Source: an optimization exercise on an open RTL-to-GDS flow (aim: small area). Production flows keep margins and buffers that such runs may drop.
Function was checked by simulation only, so behaviour that the tests miss may differ from the original.
No activity file was given, so power comes from the tool's default toggle rates.

<file path="flow/flow/run.sh">
#!/bin/bash
# Own layout flow: the standard ORFS layout, with one change in synthesis: the technology
# mapping runs an area-oriented ABC script (flow/abc_area.script) in place of ORFS's, through
# flow/synth.tcl, which is synth_recipe.tcl with the abc command wrapped.  Registers, their names
# and cell types are those of the standard synthesis; every later step is the standard one.
set -euo pipefail
W=$(pwd)
bash standard.sh \
  SYNTH_SCRIPT="$W/flow/synth.tcl" \
  MY_ABC_SCRIPT="$W/flow/abc_area.script" \
  finish > "$W/flow_make.log" 2>&1
</file>
<file path="flow/flow/abc_area.script">
strash
&get -n
&st
&dch
&nf -R 1000
&put
</file>
<file path="flow/flow/synth.tcl">
# synth_recipe.tcl (the standard synthesis) with ORFS's abc call given this flow's ABC script.
proc synth {args} { yosys synth -nofsm -noshare {*}$args }
proc abc {args} {
  set i [lsearch -exact $args -script]
  if { $i >= 0 } { set args [lreplace $args $i [expr {$i + 1}] -script $::env(MY_ABC_SCRIPT)] }
  yosys abc {*}$args
}
source $::env(SCRIPTS_DIR)/synth.tcl
# left out here: clear keep_hierarchy, flatten, clean up, hide names made inside functions, write 1_2_yosys.v
</file>
<file path="flow/standard.sh">
#!/bin/bash
# synth_recipe.tcl (not shown) runs the flow's synth.tcl, then flattens the netlist and writes it again
# the make line also repeats each setting of config.mk as NAME=value (left out here)
make -C /OpenROAD-flow-scripts/flow DESIGN_CONFIG=/design/flow/config.mk WORK_HOME=/design/flow/orfs CLKGATE_MAP_FILE= SYNTH_SCRIPT=/design/flow/synth_recipe.tcl "${@:-finish}"
</file>
<file path="flow/config.mk">
export PLATFORM = sky130hd
export DESIGN_NAME = rob
export DESIGN_NICKNAME = rob
export VERILOG_FILES = /design/flow/design.v
export SDC_FILE = /design/flow/constraint.sdc
export NUM_CORES = 4
export LEC_CHECK = 0
export CAP_MARGIN = 20
export CORE_MARGIN = 2
export CORE_UTILIZATION = 40
export SLEW_MARGIN = 20
export SYNTH_HIERARCHICAL = 1
</file>
<file path="flow/constraint.sdc">
create_clock -name core_clock -period 6.0 [get_ports {clk}]
set_input_delay 1.2000 -clock core_clock [delete_from_list [all_inputs] [get_ports {clk}]]
set_output_delay 1.2000 -clock core_clock [all_outputs]
set_load 0.01 [all_outputs]
</file>
<file path="flow/design.v">
package uarch_pkg;
  localparam int unsigned PIPE_WIDTH = 2;
  localparam int unsigned TAG_WIDTH  = 4;
  localparam int unsigned ROB_DEPTH  = 1 << TAG_WIDTH;
  localparam int unsigned CDB_PORTS  = 2;
  localparam int unsigned AREG_W     = 5;
  localparam int unsigned XLEN       = 32;
  localparam int unsigned CWP_W      = 1 + AREG_W + TAG_WIDTH + XLEN;
  typedef struct packed {
    logic                 we;
    logic [AREG_W-1:0]    addr;
    logic [TAG_WIDTH-1:0] tag;
    logic [XLEN-1:0]      data;
  } prf_commit_write_port_t;
  typedef struct packed {
    logic              valid;
    logic              done;
    logic              has_rd;
    logic [AREG_W-1:0] rd;
    logic [XLEN-1:0]   data;
  } rob_entry_t;
  function automatic logic [1:0] popcount2(input logic [1:0] v);
    popcount2 = {1'b0, v[0]} + {1'b0, v[1]};
  endfunction
endpackage
import uarch_pkg::*;
module rob (
  input  logic                                   clk,
  input  logic                                   rst,
  input  logic                                   flush,
  input  logic [PIPE_WIDTH-1:0]                  rob_alloc_req,
  input  logic [PIPE_WIDTH-1:0][AREG_W-1:0]      rob_alloc_rd,
  input  logic [PIPE_WIDTH-1:0]                  rob_alloc_has_rd,
  input  logic                                   rob_alloc_fire,
  output logic [PIPE_WIDTH-1:0]                  rob_alloc_gnt,
  output logic [PIPE_WIDTH-1:0][TAG_WIDTH-1:0]   rob_alloc_tags,
  input  logic [CDB_PORTS-1:0]                   cdb_valid,
  input  logic [CDB_PORTS-1:0][TAG_WIDTH-1:0]    cdb_tag,
  input  logic [CDB_PORTS-1:0][XLEN-1:0]         cdb_data,
  output logic [PIPE_WIDTH-1:0][CWP_W-1:0]       commit_write_ports,
  output logic                                   rob_empty,
  output logic                                   rob_full
);
  localparam int unsigned CNT_W  = TAG_WIDTH + 1;
  localparam int unsigned HALF   = ROB_DEPTH / 2;
  localparam int unsigned PAY_W  = 1 + AREG_W + XLEN;
  logic [ROB_DEPTH-1:0]             done_q;
  logic [ROB_DEPTH-1:0]             has_rd_q;
  logic [ROB_DEPTH-1:0][AREG_W-1:0] rd_q;
  logic [ROB_DEPTH-1:0][XLEN-1:0]   data_q;
  logic [TAG_WIDTH-1:0]             head_q, tail_q;
  logic [CNT_W-1:0]                 count_q;
  logic                 kill;
  logic                 ok1, ok2;
  logic [TAG_WIDTH-1:0] head_p1, tag1;
  logic [1:0]           n_alloc, n_commit;
  logic                 c0, c1;
  assign kill      = rst | flush;
  assign head_p1   = head_q + TAG_WIDTH'(1);
  assign rob_empty = (count_q == '0);
  assign rob_full  = count_q[TAG_WIDTH];
  assign ok1  = !count_q[TAG_WIDTH];
  assign ok2  = ok1 && !(&count_q[TAG_WIDTH-1:0]);
  assign tag1 = rob_alloc_req[0] ? tail_q + TAG_WIDTH'(1) : tail_q;
  always_comb begin
    rob_alloc_gnt     = '0;
    rob_alloc_tags[0] = tail_q;
    rob_alloc_tags[1] = tag1;
    if (!kill && ((&rob_alloc_req) ? ok2 : ok1)) rob_alloc_gnt = rob_alloc_req;
  end
  logic [HALF-1:0]  sel_e, sel_o;
  logic [PAY_W-1:0] pay_e, pay_o, pay0, pay1;
  logic             done_e, done_o, done0, done1;
  logic [PAY_W:0]   col_e [HALF], col_o [HALF];
  always_comb begin
    for (int j = 0; j < HALF; j++) begin
      sel_e[j] = (head_p1[TAG_WIDTH-1:1] == (TAG_WIDTH-1)'(j));
      sel_o[j] = (head_q[TAG_WIDTH-1:1]  == (TAG_WIDTH-1)'(j));
      col_e[j] = {done_q[2*j],   has_rd_q[2*j],   rd_q[2*j],   data_q[2*j]};
      col_o[j] = {done_q[2*j+1], has_rd_q[2*j+1], rd_q[2*j+1], data_q[2*j+1]};
    end
  end
  for (genvar b = 0; b <= PAY_W; b++) begin : g_rd
    logic [HALF-1:0] qe, qo;
    logic            ye, yo;
    for (genvar j = 0; j < HALF; j++) begin : g_j
      assign qe[j] = col_e[j][b];
      assign qo[j] = col_o[j][b];
    end
    rob_rmux8 u_e (.sel(sel_e), .q(qe), .y(ye));
    rob_rmux8 u_o (.sel(sel_o), .q(qo), .y(yo));
    if (b == PAY_W) begin : g_done
      assign done0 = head_q[0] ? yo : ye;
      assign done1 = head_q[0] ? ye : yo;
    end else begin : g_pay
      assign pay0[b] = head_q[0] ? yo : ye;
      assign pay1[b] = head_q[0] ? ye : yo;
    end
  end
  assign c0 = (count_q != '0) && done0;
  assign c1 = c0 && (count_q[TAG_WIDTH:1] != '0) && done1;
  assign n_commit = {1'b0, c0} + {1'b0, c1};
  assign commit_write_ports[0] = {c0 && pay0[PAY_W-1] && !kill, pay0[PAY_W-2:XLEN], head_q,  pay0[XLEN-1:0]};
  assign commit_write_ports[1] = {c1 && pay1[PAY_W-1] && !kill, pay1[PAY_W-2:XLEN], head_p1, pay1[XLEN-1:0]};
  logic [ROB_DEPTH-1:0] w0, w1, wh, a0, a1, ah;
  always_comb begin
    for (int i = 0; i < ROB_DEPTH; i++) begin
      w0[i] = cdb_valid[0] && (cdb_tag[0] == TAG_WIDTH'(i));
      w1[i] = cdb_valid[1] && (cdb_tag[1] == TAG_WIDTH'(i)) && !w0[i];
      wh[i] = !(w0[i] || w1[i]);
      a0[i] = rob_alloc_fire && rob_alloc_gnt[0] && (tail_q == TAG_WIDTH'(i));
      a1[i] = rob_alloc_fire && rob_alloc_gnt[1] && (tag1   == TAG_WIDTH'(i));
      ah[i] = !(a0[i] || a1[i]);
    end
  end
  logic [ROB_DEPTH-1:0][XLEN-1:0]   data_n;
  logic [ROB_DEPTH-1:0][AREG_W-1:0] rd_n;
  logic [ROB_DEPTH-1:0]             has_rd_n;
  logic [XLEN-1:0]                  cdb_data_n0, cdb_data_n1;
  logic [AREG_W:0]                  alloc_n0, alloc_n1;
  assign cdb_data_n0 = ~cdb_data[0];
  assign cdb_data_n1 = ~cdb_data[1];
  assign alloc_n0    = ~{rob_alloc_has_rd[0], rob_alloc_rd[0]};
  assign alloc_n1    = ~{rob_alloc_has_rd[1], rob_alloc_rd[1]};
  for (genvar i = 0; i < ROB_DEPTH; i++) begin : g_ent
    for (genvar b = 0; b < XLEN; b++) begin : g_d
      rob_wbit u_w (.ne0(!w0[i]), .nd0(cdb_data_n0[b]), .ne1(!w1[i]), .nd1(cdb_data_n1[b]),
                    .h(wh[i]), .q(data_q[i][b]), .y(data_n[i][b]));
    end
    for (genvar b = 0; b <= AREG_W; b++) begin : g_a
      if (b == AREG_W) begin : g_h
        rob_wbit u_w (.ne0(!a0[i]), .nd0(alloc_n0[b]), .ne1(!a1[i]), .nd1(alloc_n1[b]),
                      .h(ah[i]), .q(has_rd_q[i]), .y(has_rd_n[i]));
      end else begin : g_r
        rob_wbit u_w (.ne0(!a0[i]), .nd0(alloc_n0[b]), .ne1(!a1[i]), .nd1(alloc_n1[b]),
                      .h(ah[i]), .q(rd_q[i][b]), .y(rd_n[i][b]));
      end
    end
  end
  always_ff @(posedge clk) begin
    data_q   <= data_n;
    rd_q     <= rd_n;
    has_rd_q <= has_rd_n;
    for (int i = 0; i < ROB_DEPTH; i++) done_q[i] <= ah[i] & (done_q[i] | !wh[i]);
  end
  assign n_alloc = rob_alloc_fire ? ({1'b0, rob_alloc_gnt[0]} + {1'b0, rob_alloc_gnt[1]}) : 2'd0;
  always_ff @(posedge clk) begin
    if (kill) begin
      head_q  <= '0;
      tail_q  <= '0;
      count_q <= '0;
    end else begin
      head_q  <= head_q + TAG_WIDTH'(n_commit);
      tail_q  <= tail_q + TAG_WIDTH'(n_alloc);
      count_q <= count_q + CNT_W'(n_alloc) - CNT_W'(n_commit);
    end
  end
endmodule
module rob_wbit (
  input  logic ne0, nd0, ne1, nd1, h, q,
  output logic y
);
  assign y = !((ne0 | nd0) & (ne1 | nd1) & !(h & q));
endmodule
module rob_rmux8 (
  input  logic [7:0] sel,
  input  logic [7:0] q,
  output logic       y
);
  assign y = |(sel & q);
endmodule
</file>
==> results of run 1 <==
-- worst register-to-register path, stage by stage, from the launching register on --
cell and delay (ns):
sky130_fd_sc_hd__dfxtp_1 0.43, sky130_fd_sc_hd__ha_1 0.29, sky130_fd_sc_hd__xnor2_2 0.37, sky130_fd_sc_hd__clkinv_1 0.32, sky130_fd_sc_hd__nand2_1 0.46, sky130_fd_sc_hd__nor2_4 0.11, sky130_fd_sc_hd__buf_16 0.18, sky130_fd_sc_hd__a22o_1 0.22
sky130_fd_sc_hd__a221oi_1 0.22, sky130_fd_sc_hd__nand3_1 0.19, sky130_fd_sc_hd__nor2_1 0.13, sky130_fd_sc_hd__a211o_1 0.15, sky130_fd_sc_hd__a311oi_1 0.08, sky130_fd_sc_hd__ha_1 0.25, sky130_fd_sc_hd__fa_1 0.52, sky130_fd_sc_hd__clkinv_1 0.11
sky130_fd_sc_hd__fa_1 0.48, sky130_fd_sc_hd__a21oi_1 0.18, sky130_fd_sc_hd__nor2_1 0.07, sky130_fd_sc_hd__nor2_1 0.13, sky130_fd_sc_hd__o21ai_0 0.10, sky130_fd_sc_hd__a21oi_1 0.17
-- per-layer routing --
layer	up-vias	GRT usage	part of all wire
met2	1725	0.496	0.44
met5	-	0	0
met3	388	0.0666	0.098
met4	0	0.149	0.050
met1	13400	0.415	0.41
li1	11600	-	-
-- Yosys stat by module, one instance, submodules excluded --
| module | copies in the design | area, um^2 |
|---|---|---|
| rob | 1 | 15600 |
| rob_rmux8 | 78 | 37.5 |
| rob_wbit | 608 | 12.5 |
-- final timing paths --
| path | to | slack [ns] | from |
|---|---|---|---|
| setup / recovery | commit_write_ports[57] | 0.21 | head_q[1] |
| hold / removal | done_q[9] | 0.46 | done_q[9] |
| setup reg to reg | count_q[4] | 0.79 | head_q[1] |
| hold reg to reg | done_q[9] | 0.46 | done_q[9] |
-- stage by stage --
step	hold WS [ns]	setup WS [ns]	util
after detailed placement	0.447	0.497	0.464
after CTS	0.456	0.0524	0.501
final	0.457	0.205	0.503
after global placement	0.441	0.568	0.463
after global routing	0.474	0.0559	0.503
after floorplan	0.432	0.189	-
-- area by class of cell --
type / count / area (um^2) / area share
clock buffer: 109 / 2170 / 0.0667
timing repair buffer: 259 / 2550 / 0.0787
sequential: 637 / 12800 / 0.393
clock inverter: 19 / 193 / 0.00594
tap: 855 / 1070 / 0.0330
multi-input combinational: 1939 / 13300 / 0.409
inverter: 116 / 439 / 0.0135
-- cell usage in the layout (no fill, tap or decap), types with 11 or more instances in the layout --
cell,instances
sky130_fd_sc_hd__nand2_1,640
sky130_fd_sc_hd__dfxtp_1,636
sky130_fd_sc_hd__o221ai_1,608
sky130_fd_sc_hd__clkdlybuf4s50_1,187
sky130_fd_sc_hd__a22oi_1,156
sky130_fd_sc_hd__clkinv_1,115
sky130_fd_sc_hd__nand3_1,112
sky130_fd_sc_hd__a22o_1,78
sky130_fd_sc_hd__a221oi_1,78
sky130_fd_sc_hd__clkbuf_16,76
sky130_fd_sc_hd__mux2_1,75
sky130_fd_sc_hd__buf_4,60
sky130_fd_sc_hd__nor2_1,33
sky130_fd_sc_hd__and2_0,24
sky130_fd_sc_hd__ha_1,19
sky130_fd_sc_hd__clkbuf_1,19
sky130_fd_sc_hd__a21boi_0,16
sky130_fd_sc_hd__clkbuf_8,14
sky130_fd_sc_hd__nor2b_4,11
sky130_fd_sc_hd__clkinv_2,11
-- sequential cells by signal, indices dropped and copies added (netlist names) --
register	count
data_q	512
rd_q	80
done_q	16
has_rd_q	16
count_q	5
head_q	4
tail_q	4
-- timing repair --
item                                    4_1_cts  5_1_grt
resized for setup                             1        4
endpoints found under the setup margin        1        2
buffers inserted                              4        0
cloned                                        1        0
pin swaps                                     2        0
-- power groups by stage --
stage / clock network (mW) / logic [mW] / registers, mW
detailed placement: 0 / 3.14 / 5.65
CTS: 4.47 / 3.16 / 5.57
global route: 4.63 / 3.49 / 5.68
global placement: 0 / 3.03 / 5.61
floorplan: 0 / 1.81 / 5.60
finish: 4.42 / 3.19 / 5.59
-- logic make-up (layout without fill, tap and decap cells) --
| group | Yosys count | after routing |
|---|---|---|
| and+or+nand+nor | 872 | 873 |
| DFF | 637 | 637 |
| adders and majority gates | 23 | 23 |
| buffers and inverters | 116 | 503 |
| xor gates and xnor gates | 8 | 8 |
| AOI/OAI and AO/OA | 958 | 958 |
| muxes | 77 | 77 |
==> notes.md, run 1 <==
- The run finished with no timing, DRC or antenna violations.
- By area, the combinational part of the netlist is dominated by compound AO/OA/AOI/OAI gates.
- Based on the critical path, the design can be clocked at up to 173 MHz.
- The total net switching power is ~3.9 mW.
- The clock passes through at most 3 buffers.
- The number of sinks handled by clock tree synthesis is roughly 640.
- Clock-pin slew was measured on the worst setup and hold paths at roughly 0.060 ns.
- The number of instances on the worst hold path is 2.
- The number of antenna violations at the first check in global routing is 0.
- The worst hold path belongs to the class register to register.
- The floorplan step defined a core boundary enclosing around 65000 um^2.
- The final hold violation count is 0.
- The maximum net fanout on the critical path is 17.
- The critical path startpoint category is a register.
- The share of total power dissipated in sequential elements is 0.423.
- The share of the Yosys chip area taken by registers is 0.487.
- The mean post-synth cell area is about 9.7 um^2.
- The count of final max-slew check failures came to 0.
- The die outline area is between 60000 and 70000 um^2.
- Of the total power, the clock network draws 0.335.
- In this run the tool buffered the top-level ports with 187 buffer cells.
- After detailed placement, the design holds a cell count of ~3.8k.
- The worst-skew pair later-pin latency is just over 0.6 ns.
- At the end of routability-driven placement, the weighted congestion stood at approximately 0.91.
- In this run, distinct cell masters in the synthesized netlist total 34.
- The mapped cell area is 26200 um^2.
- In the final layout, the share of cells above drive strength 1 is 0.0731.
- Clock tree synthesis inserted a total of 71 buffers.
- The net count of the mapped netlist is roughly 2.8k.
- Setup violations remaining at the end of the flow were counted as 0.
- The critical-path cell with the highest stage delay is sky130_fd_sc_hd__clkdlybuf4s50_1.
- The cell area after placement is around 30000 um^2.
- The HPWL reported at the end of detailed placement is between 60000 and 70000 um.
- The number of antenna cells inserted is 0.
- The remaining number of nets flagged by the antenna check after routing is 0.
- The die height is around 260 um.
- Walking the worst path, the cells encountered are ha_1 -> xnor2_2 -> clkinv_1 -> nand2_1 -> nor2_4 -> buf_12 -> buf_4 -> a22o_1 -> a221oi_1 -> nand3_1 -> mux2_1 -> clkdlybuf4s50_1.
- The worst-case clock skew is between 0.02 and 0.025 ns.
- Dividing the final minimum period by the clock period gives 0.966.
- Synthesis inferred ~640 register bits.
- Of the post-synthesis cell area, the dominant cell type holds 0.487.
- The total power is 13.2 mW.
- The all-layer global routing usage is 0.316.
- Sorting the synthesized cells by how often they occur yields sky130_fd_sc_hd__nand2_1, sky130_fd_sc_hd__dfxtp_1, sky130_fd_sc_hd__o221ai_1.
- Yosys mapped a number of flops with a built-in enable equal to 0.
- The main flop type after synthesis is sky130_fd_sc_hd__dfxtp_1.
- The share of synthesized flip-flops with an asynchronous set or reset is 0.
- Of the total synthesized cell area, the portion taken by XOR and XNOR cells is 0.00268.
- The number of hold buffers added after cts is 0.
- The worst setup path is of the register to output port kind.
- The area fraction in compound gates after synthesis is 0.310.
- TritonCTS built the clock tree.
- During synthesis, Yosys emitted a total of 9 warnings.
- The smallest clock period supported by the final layout is computed as between 5 and 6 ns.
- Dividing total power by cell area gives a power density of roughly 410 nW/um^2.
- For this run, the post-layout net count is 3139.
- Data on the critical path is required at its endpoint by approximately 4.8 ns.
- The routed design has about 110000 um of wire.
- The largest total area in the synthesized netlist belongs to sky130_fd_sc_hd__dfxtp_1.
- The width of the die is 260 um.
- In the synthesized netlist, the number of instances is between 2k and 3k.
- The initialized floorplan defines 93 standard-cell rows.
- In the routed layout, each cell is associated on average with a via count of 6.89.
- The first global-routing pass estimated between 150000 and 200000 um of wire.
- Setup repair after global routing left no endpoint under its margin.
- The adder and majority gate portion of the synthesized area is 0.0121.
- By area the synthesized netlist is led by sky130_fd_sc_hd__dfxtp_1, sky130_fd_sc_hd__o221ai_1, sky130_fd_sc_hd__nand2_1.
- The worst slew slack as a fraction of its limit is 0.203.
- The filler cells instantiated in the layout total 5852.
- The worst-case IR drop observed on VDD is roughly 0.00021 V.
- Entering global routing, the biggest net connects between 40 and 50 pins.
- Together, buffers and inverters on the worst path number 4.
- The starting density of the core is 0.405.
- Of the total synthesized cell area, the portion taken by AND, OR, NAND and NOR gates is 0.138.
- The internal power consumption is a little over 9 mW.
- The part of the total power dissipated in combinational logic is 0.242.
- In this run the number of H-tree levels came out at 3.
- The mux contribution to synthesized area is 0.0330.
- In this run the clock root is driven by a sky130_fd_sc_hd__clkbuf_16.
- After the first detailed-routing iteration, the DRC count stood at 3226.
- The area growth from synthesis to layout is 24.1%.
- In this design, the largest share of critical-path delay is due to buffers and inverters.
- Measured in cells, the most critical reg-to-reg path has a length of 21.
- The transition at the pin with the smallest max-transition slack is between 1 and 1.5 ns.
- The most frequent cell after synthesis is sky130_fd_sc_hd__nand2_1.
- After detailed routing, the average wire length per cell comes to between 20 and 30 um.
- The net switching fraction of the power is 0.298.
- During I/O placement, the number of pins put on the boundary was around 190.
- STA puts the critical path data arrival time at about 4.6 ns.
- The number of optimization iterations in the first detailed-route pass is 6.
- The critical path crosses 12 cells after its start point.
- The number of global-route vias before repair is around 27k.
- The finished cells cover approximately 32000 um^2.
- The remaining design rule violation count is 0.
- The total congestion overflow is 0.
- The tool flagged a number of max-cap violations equal to 0.
- The detailed router placed between 20k and 30k vias in this run.
- The post-route non-filler standard cell count is a little under 4k.
- The leakage power figure is between 10 and 15 nW.
- The endpoint type of the worst setup path is an output port.
- For the final routed database, the setup TNS stands at 0 ns.
- The largest single stage delay on the critical path is 0.48 ns.
==> run 2, diff against run 1 <==
--- a/flow/design.v
+++ b/flow/design.v
@@ -169,3 +169,19 @@
 );
-  assign y = |(sel & q);
+  logic [2:0] g;
+  rob_aoi222 u_g0 (.a1(sel[0]), .a2(q[0]), .b1(sel[1]), .b2(q[1]), .c1(sel[2]), .c2(q[2]), .y(g[0]));
+  rob_aoi222 u_g1 (.a1(sel[3]), .a2(q[3]), .b1(sel[4]), .b2(q[4]), .c1(sel[5]), .c2(q[5]), .y(g[1]));
+  rob_aoi22  u_g2 (.a1(sel[6]), .a2(q[6]), .b1(sel[7]), .b2(q[7]), .y(g[2]));
+  assign y = !(&g);
 endmodule
+module rob_aoi222 (
+  input  logic a1, a2, b1, b2, c1, c2,
+  output logic y
+);
+  assign y = !((a1 & a2) | (b1 & b2) | (c1 & c2));
+endmodule
+module rob_aoi22 (
+  input  logic a1, a2, b1, b2,
+  output logic y
+);
+  assign y = !((a1 & a2) | (b1 & b2));
+endmodule
==> flow/flow/run.sh (replaced) <==
#!/bin/bash
# Own layout flow: the standard ORFS layout (standard.sh) with these changes, all aimed at
# cell area:
# - synthesis: flow/synth.tcl is synth_recipe.tcl with ORFS's abc call given an area-oriented ABC
#   script (flow/abc_area.script), and the full-adder extraction turned off (ADDER_MAP_FILE empty)
#   so ABC maps the few small adders itself.  Registers, their names and cell types are those of
#   the standard synthesis.
# - port buffers: every input and output still gets its own buffer, a buf_1 in place of
#   clkdlybuf4s50_1.
# - clock tree: small clock buffers and no dummy loads.
set -euo pipefail
W=$(pwd)
bash standard.sh \
  SYNTH_SCRIPT="$W/flow/synth.tcl" \
  MY_ABC_SCRIPT="$W/flow/abc_area.script" \
  ADDER_MAP_FILE= \
  BUFFER_PORTS_ARGS="-buffer_cell sky130_fd_sc_hd__buf_1" \
  CTS_ARGS="-sink_clustering_enable -repair_clock_nets -dont_use_dummy_load -buf_list {sky130_fd_sc_hd__clkbuf_4 sky130_fd_sc_hd__clkbuf_8}" \
  finish > "$W/flow_make.log" 2>&1
==> flow/flow/abc_area.script (replaced) <==
strash
dch
amap
==> run 2 against run 1 <==
Critical path type unchanged; clock-buffer cell count is 1 lower; sequential share of layout area is 3.9 points higher; non-clock buffer count shrank 6; fmax is 1.2% higher; critical path depth is 2 lower; still clean on timing, DRC and antenna; worst setup slack better by 0.067 ns; critical endpoint is now commit_write_ports[83]; synthesized area shrank 2.6%; sequential cell count unchanged; core utilization down 3.3 points; final area is 9.0% lower; die area shrank 2.6%; first-iteration DRC count is 26% higher.
==> notes.md, run 2 <==
- The worst-case clock skew is 0.0665 ns (was 0.0208 ns).
- The share of synthesized flip-flops with an asynchronous set or reset is 0 (unchanged).
- The net switching fraction of the power is 0.308 (was 0.298).
- The flip-flop count of the largest register, all copies and words added is 512 (unchanged).
- The arrival time at the worst endpoint is 4.53 ns (was 4.59 ns).
- The HPWL reported at the end of detailed placement is 65200 um (was 64900 um).
- The post-synthesis simple-gate area fraction is 0.139 (was 0.138).
- The share of the cycle needed by the critical path after routing is 0.955 (was 0.966).
- The number of gates resized after cts is 0 (was 1).
- The number of hold buffers added after cts is 0 (unchanged).
- Setup repair after global routing missed its margin: no (unchanged).
- The ratio of cells with drive above 1 in the final layout came to 0.0671 (was 0.0731).
- The width of the die is 256 um (was 260 um).
- Largest registers in the final layout: data_q: 512 flops, rd_q: 80 flops (unchanged).
- The worst slew slack as a fraction of its limit is 0.191 (was 0.203).
- The remaining design rule violation count is 0 (unchanged).
- The top register by number of flip-flops is data_q (unchanged).
- The number of antenna violations at the first check in global routing came to 3 (was 0).
- The aggregate negative setup slack is 0 ns (unchanged).
- The most common library cell in the layout ignoring fill and taps was sky130_fd_sc_hd__nand2_1 (unchanged).
- The count of flip-flops with a built-in enable after synthesis is 0 (unchanged).
- The adder and majority gate portion of the synthesized area was 0 (was 0.0121).
- The portion of total power attributed to the clock network came to 0.291 (was 0.335).
- The register share of total power is 0.508 (was 0.423).
- The total congestion overflow is 0 (unchanged).
- The setup fix buffers added after clock tree synthesis is 0 (was 4).
- The worst-skew pair later-pin latency is 0.71 ns (was 0.62 ns).
- The wire length after detailed routing is 115000 um (was 110000 um).
- The final net count is 3193 (was 3139).
- The yosys synthesis warning count is 9 (unchanged).
- The number of optimization iterations in the first detailed-route pass is 11 (was 6).
- The mean post-synth cell area is 9.30 um^2 (was 9.72 um^2).
- The mapped cell area is 25500 um^2 (was 26200 um^2).
- The critical-path cell with the highest stage delay is sky130_fd_sc_hd__dfxtp_1 (was sky130_fd_sc_hd__clkdlybuf4s50_1).
- The most frequent cell after synthesis is sky130_fd_sc_hd__nand2_1 (unchanged).
- Synth area leaders: sky130_fd_sc_hd__dfxtp_1, sky130_fd_sc_hd__o221ai_1, sky130_fd_sc_hd__nand2_1 (unchanged).
- The per-cell via count in the routed design is 7.07 (was 6.89).
- The minimum clock period after layout is 5.73 ns (was 5.79 ns).
- The mux contribution to synthesized area is 0 (was 0.0330).
- The main flop type after synthesis is sky130_fd_sc_hd__dfxtp_1 (unchanged).
- The number of different library cells in the post-synthesis netlist was 23 (was 34).
- The endpoint type of the worst setup path is an output port (unchanged).
- The clock slew at the register clock pins of the worst setup and hold paths is 0.05 ns (was 0.06 ns).
- The worst hold margin is 0.448 ns (was 0.457 ns).
- The sequential share of the synthesized area is 0.501 (was 0.487).
- The number of I/O pins is 188 (unchanged).
- The part of the total power dissipated in combinational logic is 0.201 (was 0.242).
- The area fraction in compound gates after synthesis is 0.325 (was 0.310).
- The leakage power figure is 10.7 nW (was 12.3 nW).
- Crit-path cells: clkinv_1 -> o22ai_1 -> clkinv_1 -> nor2_4 -> buf_4 -> a222oi_1 -> nand3_1 -> o22ai_1 -> nor3_1 -> buf_1 (was ha_1 -> xnor2_2 -> clkinv_1 -> nand2_1 -> nor2_4 -> buf_12 -> buf_4 -> a22o_1 -> a221oi_1 -> nand3_1 -> mux2_1 -> clkdlybuf4s50_1).
- The detailed-route via count came to 27.9k (was 27.1k).
- Commonest cells in the netlist: sky130_fd_sc_hd__nand2_1, sky130_fd_sc_hd__dfxtp_1, sky130_fd_sc_hd__o221ai_1 (unchanged).
- The number of max-cap violations is 0 (unchanged).
- The average detailed-routed wire length per instance is 29.2 um (was 27.8 um).
- The number of setup violations in the final report is 0 (unchanged).
- Status: finished clean (unchanged).
- The final hold violation count is 0 (unchanged).
- The final weighted congestion of routability-driven global placement is 0.987 (was 0.912).
- The maximum number of pins on one net before global-route repair was 80 (was 46).
- The total core area is 63000 um^2 (was 64600 um^2).
- The TritonCTS clock tree is yes (unchanged).
- The source of the critical timing path is head_q[3] (was head_q[1]).
- The area share of the leading cell type in the synthesized netlist is 0.501 (was 0.487).
- Most frequent cells in the layout: sky130_fd_sc_hd__nand2_1, sky130_fd_sc_hd__dfxtp_1, sky130_fd_sc_hd__o221ai_1 (unchanged).
- The synthesized-area fraction occupied by xor and xnor cells was 0 (was 0.00268).
- The transition at the pin with the smallest max-transition slack is 1.21 ns (was 1.19 ns).
- The all-layer global routing usage was 0.334 (was 0.316).
- The die height is 256 um (was 260 um).
- The root cell of the clock tree is sky130_fd_sc_hd__clkbuf_8 (was sky130_fd_sc_hd__clkbuf_16).
- The launch instance of the worst register-to-register path is head_q[1] (unchanged).
- The type of the worst min-delay path is register to register (unchanged).
- The family with the most delay on the worst path was buffers and inverters (unchanged).
- The largest stage delay on the critical path is 0.71 ns (was 0.48 ns).
- The count of final max-slew check failures is 0 (unchanged).
- The number of global-route vias before repair is 27.1k (was 26.5k).
- The critical path startpoint category is a register (unchanged).
- The post-synthesis register bit count came to 637 (unchanged).
- The buffers plus inverters on the worst setup path is 4 (unchanged).
- The deepest level of the CTS H-tree is 3 (unchanged).
- The peak supply drop is 0.000182 V (was 0.000213 V).
- The data required time of the critical path is 4.80 ns (about the same).
- The total CTS buffers is 108 (was 71).
- The synthesized instance count is 2738 (was 2691).
- The maximum clock insertion buffer count is 3 (unchanged).
- The net count of the mapped netlist is 2830 (was 2806).
- The internal power consumption is 7.57 mW (was 9.27 mW).
- The global-route wire length before repair is 168000 um (was 164000 um).
- The number of sinks handled by clock tree synthesis was 637 (unchanged).
- The peak clock frequency supported by timing is 175 MHz (was 173 MHz).
- The power per cell area is 371 nW/um^2 (was 407 nW/um^2).
- The die outline area is 65700 um^2 (was 67500 um^2).
- The combinational family with the most area after synthesis is compound AO/OA/AOI/OAI gates (unchanged).
- The total net switching power is 3.38 mW (was 3.93 mW).
- The area overhead of the layout relative to synthesis is 16.0% (was 24.1%).
- The maximum net fanout on the critical path is 38 (was 17).
- The starting density of the core is 0.404 (was 0.405).
- The number of standard-cell rows in the floorplan came to 92 (was 93).
- The remaining number of nets flagged by the antenna check after routing is 0 (unchanged).
- The start point of the worst hold path is done_q[15] (was done_q[9]).
- The detailed router's first-iteration violation count is 4059 (was 3226).
- The number of buffers inserted by port buffering is 187 (unchanged).
- The cell taking the most area after synthesis is sky130_fd_sc_hd__dfxtp_1 (unchanged).
- The start-to-end type of the worst setup path is register to output port (unchanged).
## run 2: changes by cell type in the layout (fill, tap and decap cells not counted), sizes merged, moves of 75 or more
cell,change
nor2,+85
buf,+181
a222oi,+156
clkdlybuf4s50,-187
a22oi,-77
a22o,-78
mux2,-75
clkinv,+108
o22ai,+80
a221oi,-78
## run 2: modules after synthesis (local to each module, per instance)
module | copies in the design | area, um^2 | flip-flops and latches
rob_aoi22 | 78 | 7.51 | 0
rob_rmux8 | 78 | 5.00 | 0
rob | 1 | 15300 | 637
rob_wbit | 608 | 12.5 | 0
rob_aoi222 | 156 | 10.0 | 0
## run 2: cell type report
cell class	instances	area, um^2
clock buffer	108	1490
multi-input combinational	1866	12100
sequential	637	12800
fill	6056	33400
antenna	3	7.51
tap	846	1060
timing repair buffer	253	1290
inverter	235	887
## run 2: kinds of logic (layout without fill, tap and decap cells)
kind of cell           Yosys count  in the layout
other                            0              3
buffers and inverters          235            596
AO/OA/AOI/OAI                  965            965
flip-flops                     637            637
AND/OR/NAND/NOR                901            901
## run 2: power by group through the flow
stage	logic (mW)	clock network, mW	registers (mW)
floorplan	1.50	0	5.52
global placement	2.04	0	5.58
detailed placement	2.15	0	5.63
CTS	2.17	3.21	5.55
global route	2.42	3.39	5.65
finish	2.20	3.19	5.57
## run 2: path summary, 6_finish.rpt
check | end | slack [ns] | cells after the start
min reg2reg | done_q[15] | 0.45 | 2
max | commit_write_ports[83] | 0.27 | 10
min | done_q[15] | 0.45 | 2
max reg2reg | count_q[4] | 1.11 | 21
## run 2: routing by layer
metal  GRT usage  part of all wire  vias up
met2       0.511              0.44     2233
li1            -                 -    11800
met5    0.000731                 0        -
met4       0.191             0.058        0
met3      0.0952              0.13      476
met1       0.422              0.38    13400
## run 2: worst register-to-register path, cell delays in order (launching register included)
cell and delay [ns]:
sky130_fd_sc_hd__dfxtp_1 0.54, sky130_fd_sc_hd__clkinv_1 0.25, sky130_fd_sc_hd__a21oi_1 0.35, sky130_fd_sc_hd__nand2_1 0.20, sky130_fd_sc_hd__nor2_4 0.72, sky130_fd_sc_hd__a222oi_1 0.34
sky130_fd_sc_hd__nand3_1 0.19, sky130_fd_sc_hd__o221ai_1 0.19, sky130_fd_sc_hd__nor2_1 0.35, sky130_fd_sc_hd__clkinv_1 0.14, sky130_fd_sc_hd__a22oi_1 0.23, sky130_fd_sc_hd__nand2_1 0.09
sky130_fd_sc_hd__o21ai_0 0.11, sky130_fd_sc_hd__nor2_1 0.08, sky130_fd_sc_hd__a21oi_1 0.15, sky130_fd_sc_hd__and3_1 0.19, sky130_fd_sc_hd__nor2_1 0.06, sky130_fd_sc_hd__nor2_1 0.13
sky130_fd_sc_hd__clkinv_1 0.11, sky130_fd_sc_hd__o21ai_0 0.18, sky130_fd_sc_hd__a211oi_1 0.06, sky130_fd_sc_hd__nor3_1 0.15
## run 2: through the flow
step	util	instances	setup WS [ns]	power [mW]	area [um^2]
after global routing	0.469	3948	0.0286	11.5	29500
after CTS	0.468	3943	0.237	10.9	29500
final	0.469	3948	0.273	11.0	29500
after detailed placement	0.445	3835	0.954	7.78	28000
after global placement	0.443	3832	1.03	7.62	27900
after floorplan	-	2738	0.146	7.03	25500
==> run 3, diff against run 2 <==
--- a/flow/design.v
+++ b/flow/design.v
@@ -75,5 +75,6 @@
   always_comb begin
+    for (int j = 0; j < HALF; j++)
+      sel_o[j] = (head_q[TAG_WIDTH-1:1] == (TAG_WIDTH-1)'(j));
+    sel_e = head_q[0] ? {sel_o[HALF-2:0], sel_o[HALF-1]} : sel_o;
     for (int j = 0; j < HALF; j++) begin
-      sel_e[j] = (head_p1[TAG_WIDTH-1:1] == (TAG_WIDTH-1)'(j));
-      sel_o[j] = (head_q[TAG_WIDTH-1:1]  == (TAG_WIDTH-1)'(j));
       col_e[j] = {done_q[2*j],   has_rd_q[2*j],   rd_q[2*j],   data_q[2*j]};
--- a/flow/config.mk
+++ b/flow/config.mk
@@ -9,3 +9,3 @@
 export CORE_MARGIN = 2
-export CORE_UTILIZATION = 40
+export CORE_UTILIZATION = 65
 export SLEW_MARGIN = 20
==> run 3 against run 2 <==
Clock-buffer cell count decreased by 9; still clean on timing, DRC and antenna; fmax decreased by 1.1%; routed wire length decreased by 8.6%; total power increased by 4.9%; largest power group unchanged; largest cell class unchanged; first-iteration DRC count increased by 16%; clock skew decreased by 0.022 ns; hold slack got worse by 0.0021 ns; via count increased by 2.6%; worst setup slack got worse by 0.066 ns; final area decreased by 1.6%; highest routed layer is now met5.
==> notes.md, run 3 <==
- The final hold violation count was 0 (unchanged).
- Status: finished clean (unchanged).
- The number of hold buffers added after cts was 0 (unchanged).
- The number of standard-cell rows in the floorplan is 72 (was 92).
- The final weighted congestion of routability-driven global placement came to 0.969 (was 0.987).
- The remaining design rule violation count is 0 (unchanged).
- The flip-flop count of the largest register, all copies and words added was 512 (unchanged).
- The average detailed-routed wire length per instance is 29.3 um (was 29.2 um).
- The number of sinks handled by clock tree synthesis is 637 (unchanged).
- The arrival time at the worst endpoint is 4.59 ns (was 4.53 ns).
- The post-synthesis register bit count is 637 (unchanged).
- The start-to-end type of the worst setup path is register to output port (unchanged).
- The die outline area came to 40800 um^2 (was 65700 um^2).
- Most frequent cells in the layout: sky130_fd_sc_hd__nand2_1, sky130_fd_sc_hd__dfxtp_1, sky130_fd_sc_hd__o221ai_1 (unchanged).
- The remaining number of nets flagged by the antenna check after routing was 0 (unchanged).
- The global-route wire length before repair was 159000 um (was 168000 um).
- The aggregate negative setup slack is 0 ns (unchanged).
- The count of flip-flops with a built-in enable after synthesis came to 0 (unchanged).
- The maximum net fanout on the critical path was 22 (was 38).
- The count of fill cells added during filler insertion is 2823 (was 6056).
- The number of global-route vias before repair is 27.6k (was 27.1k).
- The setup slack after placement is 1.07 ns (was 0.954 ns).
- The area overhead of the layout relative to synthesis is 14.2% (was 16.0%).
- The buffers plus inverters on the worst setup path was 5 (was 4).
- The worst-case clock skew is 0.0448 ns (was 0.0665 ns).
- The share of the cycle needed by the critical path after routing was 0.965 (was 0.955).
- The final cell utilization of the core is 0.752 (was 0.469).
- The transition at the pin with the smallest max-transition slack is 1.32 ns (was 1.21 ns).
- The sequential share of the synthesized area was 0.501 (about the same).
- The deepest level of the CTS H-tree came to 3 (unchanged).
- The finished layout cell area is 29100 um^2 (was 29500 um^2).
- The number of max-cap violations is 0 (unchanged).
- The data required time of the critical path is 4.80 ns (about the same).
- The area share of the leading cell type in the synthesized netlist is 0.501 (about the same).
- The leakage power figure is 10.6 nW (was 10.7 nW).
- The die height came to 202 um (was 256 um).
- The worst slew slack as a fraction of its limit is 0.117 (was 0.191).
- The final net count is 3175 (was 3193).
- The family with the most delay on the worst path is buffers and inverters (unchanged).
- The number of antenna violations at the first check in global routing is 1 (was 3).
- The total CTS buffers was 99 (was 108).
- The maximum number of pins on one net before global-route repair is 81 (was 80).
- The endpoint type of the worst setup path is an output port (unchanged).
- Synth area leaders: sky130_fd_sc_hd__dfxtp_1, sky130_fd_sc_hd__o221ai_1, sky130_fd_sc_hd__nand2_1 (unchanged).
- The all-layer global routing usage was 0.500 (was 0.334).
- The share of synthesized flip-flops with an asynchronous set or reset is 0 (unchanged).
- The root cell of the clock tree is sky130_fd_sc_hd__clkbuf_8 (unchanged).
- The wire length after detailed routing is 105000 um (was 115000 um).
- The TritonCTS clock tree is yes (unchanged).
- The most numerous cell on the critical path is sky130_fd_sc_hd__clkinv_1.
- The per-cell via count in the routed design came to 7.95 (was 7.07).
- Crit-path cells: clkinv_1 -> nor2_1 -> clkinv_1 -> o22ai_4 -> buf_4 -> a22oi_1 -> nand3_1 -> clkinv_1 -> o22ai_1 -> buf_1 (was clkinv_1 -> o22ai_1 -> clkinv_1 -> nor2_4 -> buf_4 -> a222oi_1 -> nand3_1 -> o22ai_1 -> nor3_1 -> buf_1).
- The detailed-route via count was 28.6k (was 27.9k).
- The number of buffers inserted by port buffering is 187 (unchanged).
- The most common library cell in the layout ignoring fill and taps is sky130_fd_sc_hd__nand2_1 (unchanged).
- The synthesized instance count is 2734 (was 2738).
- The peak clock frequency supported by timing is 173 MHz (was 175 MHz).
- The setup fix buffers added after clock tree synthesis is 0 (unchanged).
- The critical-path cell with the highest stage delay is sky130_fd_sc_hd__o22ai_4 (was sky130_fd_sc_hd__dfxtp_1).
- The type of the worst min-delay path is register to register (unchanged).
- The power per cell area is 395 nW/um^2 (was 371 nW/um^2).
- The yosys synthesis warning count is 9 (unchanged).
- The total congestion overflow is 0 (unchanged).
- The width of the die is 202 um (was 256 um).
- Commonest cells in the netlist: sky130_fd_sc_hd__nand2_1, sky130_fd_sc_hd__dfxtp_1, sky130_fd_sc_hd__o221ai_1 (unchanged).
- The mean post-synth cell area is 9.31 um^2 (was 9.30 um^2).
- The number of optimization iterations in the first detailed-route pass is 14 (was 11).
- The cell area after placement was 27500 um^2 (was 28000 um^2).
- The cell taking the most area after synthesis is sky130_fd_sc_hd__dfxtp_1 (unchanged).
- The most frequent cell after synthesis was sky130_fd_sc_hd__nand2_1 (unchanged).
- Largest registers in the final layout: data_q: 512 flops, rd_q: 80 flops (unchanged).
- The number of I/O pins is 188 (unchanged).
- The clock slew at the register clock pins of the worst setup and hold paths is 0.06 ns (was 0.05 ns).
- The count of final max-slew check failures came to 0 (unchanged).
- The total core area is 38600 um^2 (was 63000 um^2).
- The HPWL reported at the end of detailed placement is 60400 um (was 65200 um).
- The number of different library cells in the post-synthesis netlist is 24 (was 23).
- The critical path startpoint category is a register (unchanged).
- The ratio of cells with drive above 1 in the final layout is 0.0636 (was 0.0671).
- The worst-skew pair later-pin latency is 0.70 ns (was 0.71 ns).
- The top register by number of flip-flops is data_q (unchanged).
- Setup repair after global routing missed its margin: no (unchanged).
- The largest stage delay on the critical path was 0.91 ns (was 0.71 ns).
- The main flop type after synthesis is sky130_fd_sc_hd__dfxtp_1 (unchanged).
- The net count of the mapped netlist is 2826 (was 2830).
- The starting density of the core is 0.659 (was 0.404).
- The number of setup violations in the final report is 0 (unchanged).
- The mapped cell area is 25500 um^2 (about the same).
- The number of gates resized after cts is 0 (unchanged).
- The peak supply drop is 0.000260 V (was 0.000182 V).
- The maximum clock insertion buffer count came to 3 (unchanged).
- The detailed router's first-iteration violation count is 4725 (was 4059).
- The minimum clock period after layout is 5.79 ns (was 5.73 ns).
- The minimum setup slack in the final design was 0.207 ns (was 0.273 ns).
run 3: tightest hold or removal path, stage by stage, from the launching register on:
cell and delay (ns):
sky130_fd_sc_hd__dfxtp_1 0.31, sky130_fd_sc_hd__clkinv_1 0.05, sky130_fd_sc_hd__a21oi_1 0.04
run 3: logic make-up after synthesis:
family	synth area share
AOI/OAI and AO/OA	0.325
buffers and inverters	0.0344
DFF	0.501
and+or+nand+nor	0.139
run 3: final timing paths:
| check | cells past startpoint | start | slack, ns | endpoint |
|---|---|---|---|---|
| max | 10 | head_q[1] | 0.21 | commit_write_ports[54] |
| min | 2 | done_q[15] | 0.45 | done_q[15] |
| max reg2reg | 22 | head_q[1] | 0.98 | count_q[3] |
| min reg2reg | 2 | done_q[15] | 0.45 | done_q[15] |
run 3: layer usage:
metal / vias up / GRT usage / share of wire
met2: 2850 / 0.750 / 0.43
li1: 11800 / - / -
met3: 737 / 0.178 / 0.16
met5: - / 0 / 0.00011
met4: 2 / 0.361 / 0.078
met1: 13300 / 0.594 / 0.33
run 3: through the flow:
stage	total power, mW	std cells	hold slack, ns
floorplan	7.44	2734	0.417
global placement	8.23	3489	0.430
detailed placement	8.40	3493	0.440
CTS	11.3	3592	0.445
global route	11.9	3599	0.460
finish	11.5	3600	0.446
run 3: layout make-up:
type | count | area [um^2] | area share
clock buffer | 99 | 1360 | 0.0469
multi-input combinational | 1864 | 12100 | 0.416
timing repair buffer | 248 | 1320 | 0.0454
tap | 518 | 648 | 0.0223
antenna | 1 | 2.50 | 0.0000861
sequential | 637 | 12800 | 0.439
inverter | 233 | 876 | 0.0301
run 3: where the power goes:
group          leakage, nW  switching [mW]  total [mW]  internal (mW)
logic                 4.61            1.75        2.84           1.09
clock network        0.712            1.56        3.01           1.45
registers             5.30           0.501        5.64           5.14
run 3: per-module statistics from Yosys (local to each module, per instance):
module,flops+latches,copies in the design,cells
rob,637,1,1206
rob_wbit,0,608,2
rob_aoi22,0,78,1
rob_rmux8,0,78,1
rob_aoi222,0,156,1
==> run 4, diff against run 3 <==
--- a/flow/flow/run.sh
+++ b/flow/flow/run.sh
@@ -9,3 +9,4 @@
 #   clkdlybuf4s50_1.
-# - clock tree: small clock buffers and no dummy loads.
+# - clock tree: clkbuf_8 buffers, each driving a cluster of at most 16 registers, and no dummy
+#   loads.
 set -euo pipefail
@@ -17,3 +18,3 @@
   BUFFER_PORTS_ARGS="-buffer_cell sky130_fd_sc_hd__buf_1" \
-  CTS_ARGS="-sink_clustering_enable -repair_clock_nets -dont_use_dummy_load -buf_list {sky130_fd_sc_hd__clkbuf_4 sky130_fd_sc_hd__clkbuf_8}" \
+  CTS_ARGS="-sink_clustering_enable -repair_clock_nets -dont_use_dummy_load -buf_list sky130_fd_sc_hd__clkbuf_8 -sink_clustering_size 16 -sink_clustering_max_diameter 80" \
   finish > "$W/flow_make.log" 2>&1
==> run 4 against run 3 <==
Sequential power is essentially flat; clock skew decreased by 0.0071 ns; sequential cell count is the same; synthesized cell count unchanged; synthesized area unchanged; worst setup slack got worse by 0.028 ns; fmax is 0.47% lower; core utilization fell by 2.0 points; sequential share of layout area up 1.2 points; final cell count down 1.5%; non-clock buffer count fell by 1; critical endpoint unchanged; largest power group unchanged.
==> notes.md, run 4 <==
- Status: finished clean (unchanged).
- The minimum clock period after layout is 5.82 ns (was 5.79 ns).
- The detailed-route via count is 28.0k (was 28.6k).
- Largest registers in the final layout: data_q: 512 flops, rd_q: 80 flops (unchanged).
- The mapped cell area is 25500 um^2 (unchanged).
- The buffers plus inverters on the worst setup path is 5 (unchanged).
- The most frequent cell after synthesis was sky130_fd_sc_hd__nand2_1 (unchanged).
- The worst-case clock skew was 0.0377 ns (was 0.0448 ns).
- The per-cell via count in the routed design is 7.91 (was 7.95).
- The transition at the pin with the smallest max-transition slack came to 1.26 ns (was 1.32 ns).
- Crit-path cells: clkinv_1 -> nor2_1 -> clkinv_1 -> o22ai_4 -> buf_4 -> a22oi_1 -> nand3_1 -> clkinv_1 -> o22ai_1 -> buf_1 (unchanged).
- The synthesized instance count is 2734 (unchanged).
- The area share of the leading cell type in the synthesized netlist is 0.501 (unchanged).
- The remaining design rule violation count is 0 (unchanged).
- The total CTS buffers is 46 (was 99).
- The total congestion overflow is 0 (unchanged).
- The worst-skew pair later-pin latency is 0.69 ns (was 0.70 ns).
- The net count of the mapped netlist came to 2826 (unchanged).
- The number of sinks handled by clock tree synthesis is 637 (unchanged).
- The clock slew at the register clock pins of the worst setup and hold paths is 0.11 ns (was 0.06 ns).
- The die height is 202 um (unchanged).
- The detailed router's first-iteration violation count came to 4638 (was 4725).
- The maximum net fanout on the critical path came to 22 (unchanged).
- The total power is 10.5 mW (was 11.5 mW).
- The data required time of the critical path is 4.80 ns (about the same).
- The ratio of cells with drive above 1 in the final layout is 0.0466 (was 0.0636).
- The number of setup violations in the final report is 0 (unchanged).
- The final net count is 3121 (was 3175).
- The finished layout cell area came to 28300 um^2 (was 29100 um^2).
- Setup repair after global routing missed its margin: no (unchanged).
- The main flop type after synthesis was sky130_fd_sc_hd__dfxtp_1 (unchanged).
- The endpoint type of the worst setup path is an output port (unchanged).
- The root cell of the clock tree is sky130_fd_sc_hd__clkbuf_8 (unchanged).
- The average detailed-routed wire length per instance came to 29.3 um (about the same).
- The start-to-end type of the worst setup path is register to output port (unchanged).
- The arrival time at the worst endpoint came to 4.62 ns (was 4.59 ns).
- The remaining number of nets flagged by the antenna check after routing is 0 (unchanged).
- The flip-flop count of the largest register, all copies and words added is 512 (unchanged).
- The number of global-route vias before repair was 27.1k (was 27.6k).
- The TritonCTS clock tree is yes (unchanged).
- The top register by number of flip-flops is data_q (unchanged).
- The count of final max-slew check failures came to 0 (unchanged).
- The number of antenna violations at the first check in global routing was 2 (was 1).
- The largest stage delay on the critical path is 0.91 ns (about the same).
- The starting density of the core was 0.659 (unchanged).
- The critical path startpoint category is a register (unchanged).
- The area overhead of the layout relative to synthesis is 11.2% (was 14.2%).
- The peak clock frequency supported by timing is 172 MHz (was 173 MHz).
- The cell area after placement is 27500 um^2 (unchanged).
- The number of antenna cells inserted was 0 (was 1).
- Synth area leaders: sky130_fd_sc_hd__dfxtp_1, sky130_fd_sc_hd__o221ai_1, sky130_fd_sc_hd__nand2_1 (unchanged).
- The maximum number of pins on one net before global-route repair was 81 (unchanged).
- The yosys synthesis warning count came to 9 (unchanged).
- The cell taking the most area after synthesis is sky130_fd_sc_hd__dfxtp_1 (unchanged).
- The most numerous cell on the critical path is sky130_fd_sc_hd__clkinv_1 (unchanged).
- The worst slew slack as a fraction of its limit came to 0.159 (was 0.117).
- The global-route wire length before repair is 157000 um (was 159000 um).
- The number of standard-cell rows in the floorplan is 72 (unchanged).
- The count of flip-flops with a built-in enable after synthesis was 0 (unchanged).
- The number of gates resized after cts is 0 (unchanged).
- The peak supply drop was 0.000248 V (was 0.000260 V).
- The reg2reg setup slack was 0.99 ns (was 0.98 ns).
- The number of hold buffers added after cts is 0 (unchanged).
- The share of the cycle needed by the critical path after routing is 0.970 (was 0.965).
- The leakage power figure was 10.2 nW (was 10.6 nW).
- The HPWL reported at the end of detailed placement came to 60400 um (unchanged).
- The post-synthesis register bit count is 637 (unchanged).
- The type of the worst min-delay path was register to register (unchanged).
- The maximum clock insertion buffer count is 3 (unchanged).
- The number of different library cells in the post-synthesis netlist is 24 (unchanged).
- The family with the most delay on the worst path is buffers and inverters (unchanged).
- Most frequent cells in the layout: sky130_fd_sc_hd__nand2_1, sky130_fd_sc_hd__dfxtp_1, sky130_fd_sc_hd__o221ai_1 (unchanged).
- The most common library cell in the layout ignoring fill and taps is sky130_fd_sc_hd__nand2_1 (unchanged).
- Commonest cells in the netlist: sky130_fd_sc_hd__nand2_1, sky130_fd_sc_hd__dfxtp_1, sky130_fd_sc_hd__o221ai_1 (unchanged).
- The number of optimization iterations in the first detailed-route pass was 10 (was 14).
- The wire length after detailed routing is 104000 um (was 105000 um).
- The final weighted congestion of routability-driven global placement is 0.969 (unchanged).
- The deepest level of the CTS H-tree is 2 (was 3).
- The aggregate negative setup slack came to 0 ns (unchanged).
- The number of buffers inserted by port buffering was 187 (unchanged).
- The mean post-synth cell area is 9.31 um^2 (unchanged).
- The number of I/O pins is 188 (unchanged).
- The number of max-cap violations came to 0 (unchanged).
- The all-layer global routing usage is 0.494 (was 0.500).
- The power per cell area is 371 nW/um^2 (was 395 nW/um^2).
- The setup fix buffers added after clock tree synthesis is 0 (unchanged).
- The critical-path cell with the highest stage delay is sky130_fd_sc_hd__o22ai_4 (unchanged).
- The die outline area is 40800 um^2 (unchanged).
- The share of synthesized flip-flops with an asynchronous set or reset came to 0 (unchanged).
- The final hold violation count came to 0 (unchanged).
- The sequential share of the synthesized area came to 0.501 (unchanged).
- The width of the die is 202 um (unchanged).
- The total core area came to 38600 um^2 (unchanged).
==> run 4: changes by cell type in the layout (fill, tap and decap cells not counted), sizes merged <==
cell	before	now
buf	248	247
diode	1	0
clkbuf	99	46
==> run 4: Yosys stat by module (local to each module, per instance) <==
module / area (um^2) / copies in the design / cells inside / flip-flops and latches
rob: 15300 / 1 / 1206 / 637
rob_aoi22: 7.51 / 78 / 1 / 0
rob_aoi222: 10.0 / 156 / 1 / 0
rob_rmux8: 5.00 / 78 / 1 / 0
rob_wbit: 12.5 / 608 / 2 / 0
==> run 4: per-stage QoR <==
| stage | hold slack, ns | cells | setup slack (ns) | util |
|---|---|---|---|---|
| 6_report | 0.451 | 3545 | 0.180 | 0.732 |
| 5_1_grt | 0.466 | 3545 | 0.0680 | 0.732 |
| 4_1_cts | 0.451 | 3539 | 0.344 | 0.729 |
| 3_5_place_dp | 0.440 | 3493 | 1.07 | 0.713 |
| 3_3_place_gp | 0.430 | 3489 | 1.16 | 0.710 |
| 2_1_floorplan | 0.417 | 2734 | 0.455 | - |
==> run 4: cell families (layout without fill, tap and decap cells) <==
group / after synthesis / in the layout / synth area share
compound gates: 964 / 964 / 0.325
simple gates: 900 / 900 / 0.139
flops: 637 / 637 / 0.501
buf+inv: 233 / 526 / 0.0344
==> run 4: layout make-up <==
cell class,instances,area [um^2]
flip-flops and latches,637,12800
multi-input cells,1864,12100
fillers,2943,10300
repair buffers,247,1300
inverters,233,876
well taps,518,648
clock buffers,46,633
==> run 4: per-layer routing <==
layer / vias to the layer above / wire, um / global-route usage
li1: 11600 / - / -
met3: 674 / 16600 / 0.165
met2: 2656 / 44200 / 0.744
met4: 4 / 8170 / 0.354
met1: 13100 / 34700 / 0.594
met5: - / 22 / 0.00357
==> run 4: final timing paths <==
path,from,end,depth (start not counted)
max reg2reg,head_q[1],count_q[3],19
max,head_q[1],commit_write_ports[54],10
min,done_q[15],done_q[15],2
min reg2reg,done_q[15],done_q[15],2
==> run 4: report_power, final <==
group	total, mW	switching, mW	internal [mW]
registers	5.62	0.495	5.13
clock network	2.06	1.37	0.689
logic	2.82	1.73	1.09
==> run 4: worst min-delay path: stages, from the launching register on <==
cell and delay (ns):
sky130_fd_sc_hd__dfxtp_1 0.32, sky130_fd_sc_hd__clkinv_1 0.04, sky130_fd_sc_hd__a21oi_1 0.05
==> run 5, diff against run 4 <==
--- a/flow/design.v
+++ b/flow/design.v
@@ -70,3 +70,3 @@
   end
-  logic [HALF-1:0]  sel_e, sel_o;
+  logic [HALF-1:0]  sel_e, sel_o, nsel_e, nsel_o;
   logic [PAY_W-1:0] pay_e, pay_o, pay0, pay1;
@@ -76,4 +76,4 @@
     for (int j = 0; j < HALF; j++)
-      sel_o[j] = (head_q[TAG_WIDTH-1:1] == (TAG_WIDTH-1)'(j));
-    sel_e = head_q[0] ? {sel_o[HALF-2:0], sel_o[HALF-1]} : sel_o;
+      nsel_o[j] = (head_q[TAG_WIDTH-1:1] != (TAG_WIDTH-1)'(j));
+    nsel_e = head_q[0] ? {nsel_o[HALF-2:0], nsel_o[HALF-1]} : nsel_o;
     for (int j = 0; j < HALF; j++) begin
@@ -82,2 +82,6 @@
     end
+  end
+  for (genvar j = 0; j < HALF; j++) begin : g_sel
+    rob_inv u_e (.a(nsel_e[j]), .y(sel_e[j]));
+    rob_inv u_o (.a(nsel_o[j]), .y(sel_o[j]));
   end
@@ -126,5 +130,9 @@
   for (genvar i = 0; i < ROB_DEPTH; i++) begin : g_ent
+    logic ne0, ne1, h;
+    rob_inv u_ne0 (.a(w0[i]), .y(ne0));
+    rob_inv u_ne1 (.a(w1[i]), .y(ne1));
+    rob_inv u_h   (.a(!wh[i]), .y(h));
     for (genvar b = 0; b < XLEN; b++) begin : g_d
-      rob_wbit u_w (.ne0(!w0[i]), .nd0(cdb_data_n0[b]), .ne1(!w1[i]), .nd1(cdb_data_n1[b]),
-                    .h(wh[i]), .q(data_q[i][b]), .y(data_n[i][b]));
+      rob_wbit u_w (.ne0(ne0), .nd0(cdb_data_n0[b]), .ne1(ne1), .nd1(cdb_data_n1[b]),
+                    .h(h), .q(data_q[i][b]), .y(data_n[i][b]));
     end
@@ -188 +196,7 @@
 endmodule
+module rob_inv (
+  input  logic a,
+  output logic y
+);
+  assign y = !a;
+endmodule
==> run 5 against run 4 <==
Synthesized area rose by 0.92%; synthesized cell count rose by 1.7%; routed wire length rose by 2.2%; non-clock buffer count fell by 7; sequential power barely moved; final cell count rose by 1.3%; global-route usage rose by 0.36 points; first-iteration DRC count rose by 16%; combinational power rose by 8.5%; critical path type unchanged; core utilization fell by 0.94 points.
==> notes.md, run 5 <==
- The part of the total power dissipated in combinational logic is 0.285 (was 0.269).
- The maximum clock insertion buffer count came to 3 (unchanged).
- The deepest level of the CTS H-tree was 2 (unchanged).
- The flip-flop count of the largest register, all copies and words added is 512 (unchanged).
- The number of hold buffers added after cts is 0 (unchanged).
- The yosys synthesis warning count was 9 (unchanged).
- The total power came to 10.7 mW (was 10.5 mW).
- The number of different library cells in the post-synthesis netlist is 26 (was 24).
- The top register by number of flip-flops was data_q (unchanged).
- The worst-case clock skew is 0.0418 ns (was 0.0377 ns).
- The total core area is 38800 um^2 (was 38600 um^2).
- The share of the cycle needed by the critical path after routing was 0.927 (was 0.970).
- The number of max-cap violations is 0 (unchanged).
- The final weighted congestion of routability-driven global placement is 0.983 (was 0.969).
- Commonest cells in the netlist: sky130_fd_sc_hd__dfxtp_1, sky130_fd_sc_hd__nand2_1, sky130_fd_sc_hd__o221ai_1 (was sky130_fd_sc_hd__nand2_1, sky130_fd_sc_hd__dfxtp_1, sky130_fd_sc_hd__o221ai_1).
- The peak supply drop is 0.000294 V (was 0.000248 V).
- The type of the worst min-delay path is register to register (unchanged).
- The area used by multi-input combinational logic was 11900 um^2 (was 12100 um^2).
- The aggregate negative setup slack is 0 ns (unchanged).
- The mean post-synth cell area is 9.24 um^2 (was 9.31 um^2).
- The reg2reg setup slack is 1.01 ns (was 0.99 ns).
- The most frequent cell after synthesis is sky130_fd_sc_hd__dfxtp_1 (was sky130_fd_sc_hd__nand2_1).
- The total CTS buffers was 45 (was 46).
- The endpoint type of the worst setup path is an output port (unchanged).
- The worst slew slack as a fraction of its limit is 0.162 (was 0.159).
- The global-route wire length before repair was 158000 um (was 157000 um).
- The maximum number of pins on one net before global-route repair came to 46 (was 81).
- The die outline area is 41100 um^2 (was 40800 um^2).
- The maximum net fanout on the critical path was 45 (was 22).
- The peak clock frequency supported by timing came to 180 MHz (was 172 MHz).
- The final hold violation count came to 0 (unchanged).
- The portion of total power attributed to the clock network came to 0.189 (was 0.196).
- The all-layer global routing usage is 0.498 (was 0.494).
- The remaining number of nets flagged by the antenna check after routing came to 0 (unchanged).
- The number of instances on the worst hold path is 2 (unchanged).
- The count of flip-flops with a built-in enable after synthesis came to 0 (unchanged).
- The number of sinks handled by clock tree synthesis is 637 (unchanged).
- The width of the die is 203 um (was 202 um).
- The wire length after detailed routing came to 106000 um (was 104000 um).
- The mapped cell area came to 25700 um^2 (was 25500 um^2).
- The setup fix buffers added after clock tree synthesis came to 0 (unchanged).
- The total net switching power is 3.80 mW (was 3.60 mW).
- The most common library cell in the layout ignoring fill and taps is sky130_fd_sc_hd__dfxtp_1 (was sky130_fd_sc_hd__nand2_1).
- The share of synthesized flip-flops with an asynchronous set or reset is 0 (unchanged).
- The cell taking the most area after synthesis is sky130_fd_sc_hd__dfxtp_1 (unchanged).
- The minimum clock period after layout is 5.56 ns (was 5.82 ns).
- The data required time of the critical path is 4.80 ns (about the same).
- The HPWL reported at the end of detailed placement is 59200 um (was 60400 um).
- The per-cell via count in the routed design is 7.94 (was 7.91).
- Largest registers in the final layout: data_q: 512 flops, rd_q: 80 flops (unchanged).
- The area share of the leading cell type in the synthesized netlist is 0.496 (was 0.501).
- The area taken by flip-flops and latches came to 12800 um^2 (unchanged).
- The launch instance of the worst register-to-register path is head_q[0] (was head_q[1]).
- Most frequent cells in the layout: sky130_fd_sc_hd__dfxtp_1, sky130_fd_sc_hd__nand2_1, sky130_fd_sc_hd__o221ai_1 (was sky130_fd_sc_hd__nand2_1, sky130_fd_sc_hd__dfxtp_1, sky130_fd_sc_hd__o221ai_1).
- The remaining design rule violation count came to 0 (unchanged).
- The capturing point of the worst reg2reg path is count_q[4] (was count_q[3]).
- The net switching fraction of the power came to 0.354 (was 0.343).
- The number of standard-cell rows in the floorplan came to 72 (unchanged).
- The leakage power figure is 10.2 nW (about the same).
- The detailed-route via count is 28.5k (was 28.0k).
- The count of fill cells added during filler insertion is 2999 (was 2943).
- The net count of the mapped netlist is 2873 (was 2826).
- The number of cells traversed by the worst register-to-register path came to 23 (was 19).
- The final net count came to 3160 (was 3121).
- The worst-skew pair later-pin latency is 0.68 ns (was 0.69 ns).
- The area overhead of the layout relative to synthesis is 9.30% (was 11.2%).
- The final cell utilization of the core is 0.723 (was 0.732).
- The endpoint with the worst hold slack is data_q[457] (was done_q[15]).
- The starting density of the core is 0.662 (was 0.659).
- The count of final max-slew check failures is 0 (unchanged).
- The start point of the worst hold path is data_q[457] (was done_q[15]).
- The power per cell area is 383 nW/um^2 (was 371 nW/um^2).
- The start-to-end type of the worst setup path was register to output port (unchanged).
- The die height came to 203 um (was 202 um).
- The main flop type after synthesis is sky130_fd_sc_hd__dfxtp_1 (unchanged).
- The sequential share of the synthesized area is 0.496 (was 0.501).
- The number of setup violations in the final report came to 0 (unchanged).
- Setup repair after global routing missed its margin: no (unchanged).
- The average detailed-routed wire length per instance is 29.6 um (was 29.3 um).
- The ratio of cells with drive above 1 in the final layout is 0.0369 (was 0.0466).
- The number of I/O pins was 188 (unchanged).
- The internal power consumption was 6.95 mW (was 6.90 mW).
- The total congestion overflow is 0 (unchanged).
- The number of optimization iterations in the first detailed-route pass is 9 (was 10).
- Status: finished clean (unchanged).
- The critical path startpoint category is a register (unchanged).
- The synthesized instance count is 2781 (was 2734).
- The detailed router's first-iteration violation count was 5401 (was 4638).
- The arrival time at the worst endpoint is 4.36 ns (was 4.62 ns).
- Synth area leaders: sky130_fd_sc_hd__dfxtp_1, sky130_fd_sc_hd__o221ai_1, sky130_fd_sc_hd__nand2_1 (unchanged).
- The post-synthesis register bit count is 637 (unchanged).
- The TritonCTS clock tree is yes (unchanged).
- The number of antenna violations at the first check in global routing is 5 (was 2).
- The root cell of the clock tree was sky130_fd_sc_hd__clkbuf_8 (unchanged).
- The transition at the pin with the smallest max-transition slack is 1.26 ns (about the same).
- The clock slew at the register clock pins of the worst setup and hold paths is 0.10 ns (was 0.11 ns).
- The number of global-route vias before repair came to 27.2k (was 27.1k).
- The register share of total power was 0.526 (was 0.536).
- The number of buffers inserted by port buffering is 187 (unchanged).
[run 5: cell families after synthesis]
logic type,after synthesis,synth area share
AO/OA/AOI/OAI,985,0.326
buffers and inverters,279,0.0408
flip-flops,637,0.496
AND/OR/NAND/NOR,880,0.137
[run 5: timing repair]
action / CTS / global route
gates resized for setup: 0 / 1
endpoints found under the hold margin: 0 / 0
setup endpoints to repair: 0 / 1
[run 5: worst max path at each step]
stage                     startpoint                      to  slack, ns
after floorplan            head_q[0]              count_q[4]       0.12
after global placement     head_q[0]              count_q[4]       1.04
after detailed placement   head_q[0]              count_q[4]       0.85
after CTS                  head_q[0]  commit_write_ports[83]       0.18
after global routing       head_q[0]  commit_write_ports[83]       0.34
final                      head_q[0]  commit_write_ports[83]       0.44
[run 5: layout make-up]
| class | instances | share of cell area |
|---|---|---|
| inverter | 279 | 0.0374 |
| clock buffer | 45 | 0.0221 |
| sequential | 637 | 0.454 |
| timing repair buffer | 240 | 0.0392 |
| antenna | 6 | 0.000535 |
| tap | 518 | 0.0231 |
| multi-input combinational | 1865 | 0.423 |
[run 5: critical path: stages, from the launching register on]
cell	delay, ns
sky130_fd_sc_hd__dfxtp_4	0.51
sky130_fd_sc_hd__inv_4	0.48
sky130_fd_sc_hd__nor2_1	0.15
sky130_fd_sc_hd__a21oi_1	0.36
sky130_fd_sc_hd__nand3_1	0.14
sky130_fd_sc_hd__clkinv_1	0.07
sky130_fd_sc_hd__buf_4	0.54
sky130_fd_sc_hd__a22oi_1	0.16
sky130_fd_sc_hd__nand3_1	0.19
sky130_fd_sc_hd__o221ai_1	0.18
sky130_fd_sc_hd__a31oi_1	0.25
sky130_fd_sc_hd__o221ai_1	0.23
sky130_fd_sc_hd__nor3_1	0.25
sky130_fd_sc_hd__buf_1	0.18
[run 5: power groups by stage]
stage	registers [mW]	logic (mW)	clock network [mW]
CTS	5.62	2.95	2.01
detailed placement	5.71	2.94	0
global placement	5.66	2.83	0
finish	5.65	3.06	2.04
global route	5.73	3.30	2.15
floorplan	5.59	2.02	0
[run 5: per-module statistics from Yosys (local to each module, per instance)]
module      cells  cell area (um^2)
rob          1189             15300
rob_aoi22       1              7.51
rob_aoi222      1              10.0
rob_inv         1              3.75
rob_rmux8       1              5.00
rob_wbit        2              12.5
[run 5: per-layer routing]
metal,wire [um],global-route usage
met2,43900,0.723
met3,18300,0.170
met5,0,0.00595
met1,36200,0.632
met4,7670,0.319
[run 5: stage by stage]
stage	hold WS, ns	area (um^2)	cells	setup slack [ns]
5_1_grt	0.488	28100	3586	0.338
3_3_place_gp	0.440	27400	3539	1.04
6_report	0.472	28100	3590	0.435
3_5_place_dp	0.446	27400	3539	0.848
4_1_cts	0.472	28100	3584	0.177
2_1_floorplan	0.431	25700	2781	0.122

-- re-timing with driven ports --
In the flow no input, the clock included, has a driving cell. The finished layouts below were timed again as built, in two steps. Step 1, drivers: a clkbuf_16 drives clk and a buf_2 each remaining input, both assumed. Step 2, shift: input delay + t, output delay - t, t = (earliest + latest rising clock arrival at the registers) / 2. This alone moves slack from input paths to output paths. a / b / c = ideal ports / drivers / drivers and shift; a / b = the first two.
| run | shift t [ns] | setup WS [ns] | slew at the worst register clock pin (ns) | worst slew at a driven data input, ns | cell pins on the clock port's net |
|---|---|---|---|---|---|
| run 1 | 0.676 | 0.205 / 0.143 / 0.787 | 0.06 / 0.06 | 0.05 | 1 |
| run 2 | 0.752 | 0.273 / 0.211 / 0.963 | 0.07 / 0.07 | 0.08 | 1 |
| run 3 | 0.733 | 0.207 / 0.151 / 0.884 | 0.07 / 0.07 | 0.07 | 1 |
| run 4 | 0.718 | 0.180 / 0.123 / 0.840 | 0.11 / 0.11 | 0.07 | 1 |
| run 5 | 0.721 | 0.435 / 0.380 / 1.009 | 0.11 / 0.11 | 0.11 | 1 |
After both steps every run listed still meets setup and hold.
